This design comes from an exercise in tuning for small area on the open sky130 flow, not from production work. Only simulation tests tie the RTL to the original design; equivalence was not proved. Power and IR drop assume default switching activity.

==> design/flow/config.mk <==
export PLATFORM = sky130hd
export DESIGN_NAME = branch_predictor
export DESIGN_NICKNAME = branch_predictor
export VERILOG_FILES = /design/flow/design.v
export SDC_FILE = /design/flow/constraint.sdc
export NUM_CORES = 4
export LEC_CHECK = 0
export CAP_MARGIN = 20
export CORE_MARGIN = 2
export CORE_UTILIZATION = 65
export CTS_BUF_LIST = sky130_fd_sc_hd__clkbuf_8
export CTS_CLUSTER_DIAMETER = 55
export CTS_CLUSTER_SIZE = 18
export PLACE_DENSITY = 0.75
export SETUP_SLACK_MARGIN = 0.15
export SLEW_MARGIN = 20
export SYNTH_HIERARCHICAL = 1
export SYNTH_MINIMUM_KEEP_SIZE = 0
==> design/flow/constraint.sdc <==
create_clock -name core_clock -period 7.0 [get_ports {clk}]
set_input_delay 1.4000 -clock core_clock [delete_from_list [all_inputs] [get_ports {clk}]]
set_output_delay 1.4000 -clock core_clock [all_outputs]
set_load 0.01 [all_outputs]
==> design/flow/design.v <==
module bp_aoi3 (
    input  logic [2:0] s,
    input  logic [2:0] d,
    output logic       y_n
);
    assign y_n = !((s[0] & d[0]) | (s[1] & d[1]) | (s[2] & d[2]));
endmodule
module bp_rd64 (
    input  logic [63:0] s,
    input  logic [63:0] d,
    output logic        y
);
    logic [21:0] g_n;
    for (genvar k = 0; k < 21; k++) begin : g
        bp_aoi3 u (.s(s[3*k+2:3*k]), .d(d[3*k+2:3*k]), .y_n(g_n[k]));
    end
    assign g_n[21] = !(s[63] & d[63]);
    assign y = !(&g_n);
endmodule
module bp_dec6 (
    input  logic [5:0]  a,
    output logic [63:0] y
);
    logic [7:0] lo, hi;
    always_comb begin
        for (int k = 0; k < 8; k++) begin
            lo[k] = (a[2:0] == 3'(k));
            hi[k] = (a[5:3] == 3'(k));
        end
        for (int i = 0; i < 64; i++) y[i] = hi[i / 8] & lo[i % 8];
    end
endmodule
module branch_predictor #(
    parameter int ENTRIES = 64,
    parameter int TAG_W   = 8,
    parameter int GHR_W   = 6
) (
    input  logic             clk,
    input  logic             reset,
    input  logic [31:0]      IF_pc,
    output logic             pred_taken,
    output logic [31:0]      pred_target,
    output logic             pred_hit,
    output logic [GHR_W-1:0] pred_ghr,
    input  logic             upd_valid,
    input  logic [31:0]      upd_pc,
    input  logic             upd_taken,
    input  logic [31:0]      upd_target,
    input  logic             upd_is_cond,
    input  logic             upd_mispred,
    input  logic [GHR_W-1:0] upd_ghr,
    output logic [31:0]      mispred_cnt
);
    localparam int IDX_W = $clog2(ENTRIES);
    logic [ENTRIES-1:0] valid_r;
    logic [TAG_W-1:0]   tag_r     [ENTRIES];
    logic [31:0]        target_r  [ENTRIES];
    logic [ENTRIES-1:0] is_cond_r;
    logic [1:0]         ctr_r     [ENTRIES];
    logic [31:0]        mispred_cnt_r;
    logic [IDX_W-1:0]  if_idx_s, upd_idx_s;
    logic [TAG_W-1:0]  if_tag_s, upd_tag_s;
    logic [ENTRIES-1:0] if_sel_s, upd_sel_s;
    assign if_idx_s  = IF_pc[IDX_W+1:2];
    assign if_tag_s  = IF_pc[IDX_W+1+TAG_W:IDX_W+2];
    assign upd_idx_s = upd_pc[IDX_W+1:2];
    assign upd_tag_s = upd_pc[IDX_W+1+TAG_W:IDX_W+2];
    bp_dec6 u_if_dec  (.a(if_idx_s),  .y(if_sel_s));
    bp_dec6 u_upd_dec (.a(upd_idx_s), .y(upd_sel_s));
    logic [ENTRIES-1:0] tag_col    [TAG_W];
    logic [ENTRIES-1:0] target_col [32];
    logic [ENTRIES-1:0] ctr_col    [2];
    always_comb begin
        for (int i = 0; i < ENTRIES; i++) begin
            for (int b = 0; b < TAG_W; b++) tag_col[b][i] = tag_r[i][b];
            for (int b = 0; b < 32; b++)    target_col[b][i] = target_r[i][b];
            for (int b = 0; b < 2; b++)     ctr_col[b][i] = ctr_r[i][b];
        end
    end
    logic              rd_valid, rd_cond, rd_dir;
    logic [TAG_W-1:0]  rd_tag;
    logic [31:0]       rd_target;
    bp_rd64 u_rd_valid (.s(if_sel_s), .d(valid_r),    .y(rd_valid));
    bp_rd64 u_rd_cond  (.s(if_sel_s), .d(is_cond_r),  .y(rd_cond));
    bp_rd64 u_rd_dir   (.s(if_sel_s), .d(ctr_col[1]), .y(rd_dir));
    for (genvar b = 0; b < TAG_W; b++) begin : g_rd_tag
        bp_rd64 u (.s(if_sel_s), .d(tag_col[b]), .y(rd_tag[b]));
    end
    for (genvar b = 0; b < 32; b++) begin : g_rd_target
        bp_rd64 u (.s(if_sel_s), .d(target_col[b]), .y(rd_target[b]));
    end
    logic              ur_valid;
    logic [TAG_W-1:0]  ur_tag;
    logic [1:0]        ur_ctr;
    bp_rd64 u_ur_valid (.s(upd_sel_s), .d(valid_r), .y(ur_valid));
    for (genvar b = 0; b < TAG_W; b++) begin : g_ur_tag
        bp_rd64 u (.s(upd_sel_s), .d(tag_col[b]), .y(ur_tag[b]));
    end
    for (genvar b = 0; b < 2; b++) begin : g_ur_ctr
        bp_rd64 u (.s(upd_sel_s), .d(ctr_col[b]), .y(ur_ctr[b]));
    end
    logic hit_s, taken_s, upd_hit_s;
    logic [1:0] new_ctr_s;
    assign hit_s     = !reset && rd_valid && (rd_tag == if_tag_s);
    assign taken_s   = hit_s && (!rd_cond || rd_dir);
    assign upd_hit_s = ur_valid && (ur_tag == upd_tag_s);
    always_comb begin
        if (!upd_hit_s)     new_ctr_s = 2'b10;
        else if (upd_taken) new_ctr_s = (ur_ctr == 2'b11) ? 2'b11 : ur_ctr + 2'b01;
        else                new_ctr_s = (ur_ctr == 2'b00) ? 2'b00 : ur_ctr - 2'b01;
    end
    assign pred_hit    = hit_s;
    assign pred_taken  = taken_s;
    assign pred_target = taken_s ? rd_target : (IF_pc + 32'd4);
    assign pred_ghr    = {GHR_W{1'b0}};
    assign mispred_cnt = reset ? 32'd0 : mispred_cnt_r;
    logic wr_alloc, wr_state;
    assign wr_alloc = !reset && upd_valid && upd_taken;                  
    assign wr_state = !reset && upd_valid && (upd_taken || upd_hit_s);   
    always_ff @(posedge clk) begin
        if (reset) mispred_cnt_r <= 32'd0;
        else if (upd_valid && upd_mispred) mispred_cnt_r <= mispred_cnt_r + 32'd1;
    end
    always_ff @(posedge clk) begin
        for (int i = 0; i < ENTRIES; i++) begin
            if (reset) valid_r[i] <= 1'b0;
            else if (wr_alloc && upd_sel_s[i]) valid_r[i] <= 1'b1;
            if (wr_alloc && upd_sel_s[i]) begin
                tag_r[i]    <= upd_tag_s;
                target_r[i] <= upd_target;
            end
            if (wr_state && upd_sel_s[i]) begin
                is_cond_r[i] <= upd_is_cond;
                ctr_r[i]     <= new_ctr_s;
            end
        end
    end
endmodule
==> design/flow/flow/run.sh <==
#!/bin/bash
# The standard layout, with plain buffers on the ports and no CTS dummy loads.
set -euo pipefail
export BUFFER_PORTS_ARGS="-buffer_cell sky130_fd_sc_hd__buf_2"
export CTS_ARGS="-sink_clustering_enable -repair_clock_nets -dont_use_dummy_load -sink_clustering_size 18 -sink_clustering_max_diameter 55 -buf_list sky130_fd_sc_hd__clkbuf_8"
bash standard.sh > standard_flow.log 2>&1
==> design/flow/standard.sh <==
#!/bin/bash
# synth_recipe.tcl (not shown) runs the flow's synth.tcl, then flattens the netlist and writes it again
# the make line also repeats each setting of config.mk as NAME=value (left out here)
make -C /OpenROAD-flow-scripts/flow DESIGN_CONFIG=/design/flow/config.mk WORK_HOME=/design/flow/orfs CLKGATE_MAP_FILE= SYNTH_SCRIPT=/design/flow/synth_recipe.tcl "${@:-finish}"
==> metrics.md <==
| Metric | Value |
|---|---|
| MaxCap Viol Count | 0 |
| Fraction of layout cells with a size suffix above 1 | 0.133 |
| #FFs+latches synth | between 2000 and 3000 |
| Setup ws final | approximately 0.21 ns |
| Worst Path Required | approximately 5.6 ns |
| Dpl ws | between 0.1 and 0.15 ns |
| Routed Antenna Nets | 0 |
| Fin crit period | between 6 and 7 ns |
| Mapped cell area | roughly 0.10 mm^2 |
| Average size of a mapped cell | between 15 and 20 um^2 |
| Final hold slack | 0.505 ns |
| Peak supply drop | ~0.25 mV |
| CTS tree | built |
| Post-layout nets | between 5000 and 6000 |
| Routed via count | approximately 62000 |
| Buffers on Ports | around 150 |
| Fmax | roughly 150 MHz |
| CP max FO | 14 |
| Crit path capture type | primary output |
| Cts bufs inserted | between 150 and 200 |
| Number of global-route vias before repair | 59600 |
| Die Y | around 400 um |
| Hold buffer count at CTS | 0 |
| Pre-antenna DRT Iters | 14 |
| CP Data Arrival Time | around 5.4 ns |
| H-tree depth | 4 |
| Static Leak | around 35 nW |
| Slew HR | 0.198 |
| Pwr dens | between 200 and 250 mW/mm^2 |
| Total power draw | around 27 mW |
| DR DRC count | 0 |
| I/O pins | between 150 and 200 |
| Longest Clk Path Bufs | 3 |
| Sequential area share after synthesis | 0.818 |
| Die area | roughly 0.16 mm^2 |
| Worst-path clk slew | 0.09 ns |
| Hold crit path type | reg -> reg |
| Worst skew pair latency | roughly 0.98 ns |
| DP Wirelength | between 150000 and 200000 um |
| Initial drt markers | about 17000 |
| CTS root buf | clkbuf_8 |
| Gr usage total | 0.339 |
| Status | finished clean |
| Final Hold Fails | 0 |
| Initial Utilization | 0.653 |
| Pin count of the biggest net entering global routing | 68 |
| GR Overflow Total | 0 |
| Final setup TNS | 0 ns |
| Post-Route WL | between 200000 and 300000 um |
| Synth-to-Final Area Change | 8.29% |
| Finish-stage setup viols | 0 |
| Slew @ Worst Pin | 1.20 ns |
| Die width | 403 um |
| Gpl congestion | 0.931 |
| CTS sink count | ~2800 |
| First-pass GRT wire length | approximately 400000 um |
| Initial antenna violation count | 7 |
| Vias per inst | about 7.9 |
| YS warnings | 20 |
| Worst Setup Start Kind | input pin |
| Num rows | around 150 |
| Post-Syn Instances | 5301 |
| Core ar. | about 0.16 mm^2 |
| Synth unique cells | 47 |
| Fin Clk Skew | around 0.09 ns |
| Fin util | 0.708 |
| Final Slew Violations | 0 |
| Setup CP Type | in -> out |
| Final Cycle Share | 0.970 |
| Drt wl/cell | approximately 35 um |
| RSZ-0062 raised after global routing | false |
[logic make-up (layout without fill, tap and decap cells)]
logic type	after synthesis	after routing	share of synthesized area
flip-flops	2848	2848	0.818
AO/OA/AOI/OAI	1221	1221	0.115
AND/OR/NAND/NOR	1077	1077	0.0558
buffers and inverters	73	620	0.00328
XOR/XNOR	70	70	0.00600
multiplexers	8	8	0.000980
adder cells (fa/ha/maj)	3	3	0.000339
other	1	10	0.0000363
[critical path: stages]
cell and delay (ns):
buf_2 0.31, nand4b_1 0.26, buf_4 0.23, nor2_4 0.12
a222oi_1 0.41, nand4_1 0.35, nor4_1 0.43, buf_4 0.21
nand2_1 0.15, xnor2_1 0.25, nand2_1 0.10, nor4_2 0.31
nand2b_1 0.10, buf_4 0.20, buf_4 0.20, a21oi_1 0.16
buf_2 0.15
[synthesized netlist by cell type, drive strengths merged]
master,instances,area (um^2)
a222oi,1134,11400
xor2,33,289
clkbuf,50,195
dfxtp,96,1920
nand2b,5,31.3
mux2,8,101
and3,8,50.1
or2,3,18.8
xnor2,37,332
a21o,1,7.51
a211oi,54,405
inv,8,30.0
buf,15,114
and2,132,826
nor2b,33,206
and4,8,70.1
nand2,132,495
nor2,323,1210
or4,4,41.3
o21ai,2,10.0
conb,1,3.75
nor3,6,30.0
nor4,68,521
nand4bb,12,135
o211a,1,10.0
nand3,84,425
maj3,1,10.0
nand4,243,1550
or4b,8,87.6
nand4b,8,70.1
edfxtp,2752,82600
a21oi,29,145
ha,2,25.0
[placed cells by master, fill, tap and decap left out, drive strengths merged, types with 12 or more instances in the layout]
| cell type | netlist | final |
|---|---|---|
| nand2 | 132 | 132 |
| xor2 | 33 | 33 |
| clkbuf | 50 | 194 |
| nor2b | 33 | 33 |
| a21oi | 29 | 29 |
| nor4 | 68 | 68 |
| a211oi | 54 | 54 |
| buf | 15 | 418 |
| and2 | 132 | 132 |
| nand4bb | 12 | 12 |
| xnor2 | 37 | 37 |
| nor2 | 323 | 323 |
| dfxtp | 96 | 96 |
| nand4 | 243 | 243 |
| a222oi | 1134 | 1134 |
| edfxtp | 2752 | 2752 |
| nand3 | 84 | 84 |
[report_power, final]
| part | leakage (nW) | switching, mW | internal (mW) |
|---|---|---|---|
| clock network | 1.38 | 4.77 | 2.45 |
| logic | 7.43 | 0.728 | 0.245 |
| registers | 25.8 | 0.0122 | 18.7 |
[final cells by class]
class                           count  area (um^2)
Sequential cell                  2848        84600
Fill cell                        9624        46300
Multi-Input combinational cell   2385        19100
Timing Repair Buffer              420         3000
Clock buffer                      192         2640
Tap cell                         2072         2590
Inverter                            8         30.0
Antenna cell                        4         10.0
[metal layers]
| metal | part of all wire | global-route usage | vias up |
|---|---|---|---|
| li1 | - | - | 25300 |
| met1 | 0.34 | 0.484 | 30700 |
| met2 | 0.46 | 0.510 | 5515 |
| met3 | 0.14 | 0.0575 | 750 |
| met4 | 0.064 | 0.187 | 4 |
| met5 | 0.000064 | 0 | - |
[Yosys stat by module, one instance, submodules excluded]
module | area [um^2] | cells | copies in the design
branch_predictor | 88300 | 3491 | 1
bp_dec6 | 469 | 95 | 2
bp_rd64 | 51.3 | 9 | 54
bp_aoi3 | 10.0 | 1 | 1134
[final timing paths]
| check | from | end | slack, ns | cells after the start |
|---|---|---|---|---|
| worst max register to register | tag_r[42][2] | ctr_r[46][0] | 2.89 | 11 |
| worst min-delay path | valid_r[46] | valid_r[46] | 0.51 | 2 |
| worst min register to register | valid_r[46] | valid_r[46] | 0.51 | 2 |
| worst max-delay path | IF_pc[6] | pred_target[30] | 0.21 | 17 |
[per-stage QoR]
stage          std cells  area (um^2)
2_1_floorplan       5306       103000
3_3_place_gp        7729       109000
3_5_place_dp        7730       109000
4_1_cts             7922       112000
5_1_grt             7927       112000
6_report            7929       112000
[repair_timing]
action / CTS / global route
resized for setup: 2 / 7
setup endpoints to repair: 7 / 33
endpoints found under the hold margin: 0 / 0
buffers inserted: 0 / 3
[sequential cells by signal, summed over array words and instances (netlist names)]
name	flops
target_r	2048
tag_r	512
ctr_r	128
is_cond_r	64
valid_r	64
mispred_cnt_r	32

## re-timing with driven ports
The flow's constraints put no driver on any port. The routed layout listed below was extracted and timed again, unchanged, in two steps.
Step 1 (the two cells are an assumption about what drives the block):
set clk [get_ports {clk}]
set_driving_cell -lib_cell sky130_fd_sc_hd__clkbuf_16 $clk
set_driving_cell -lib_cell sky130_fd_sc_hd__buf_2 [delete_from_list [all_inputs] $clk]
Step 2, shift: input delay + t, output delay - t, t = (earliest + latest rising clock arrival at the registers) / 2. This alone moves slack from input paths to output paths.
Slacks: ideal ports / drivers / drivers and shift; pairs: ideal ports / drivers.
shift t [ns]: 1.026
setup WS [ns]: 0.212 / 0.125 / 0.125
worst setup path after step 2: input to output
clock arrival spread, ns: 0.107 / 0.107
pins driven straight from the clock port: 1
After both steps this run still meets setup and hold. For this run, drivers alone change the setup slack by -0.087 ns; drivers and shift together by -0.087 ns.
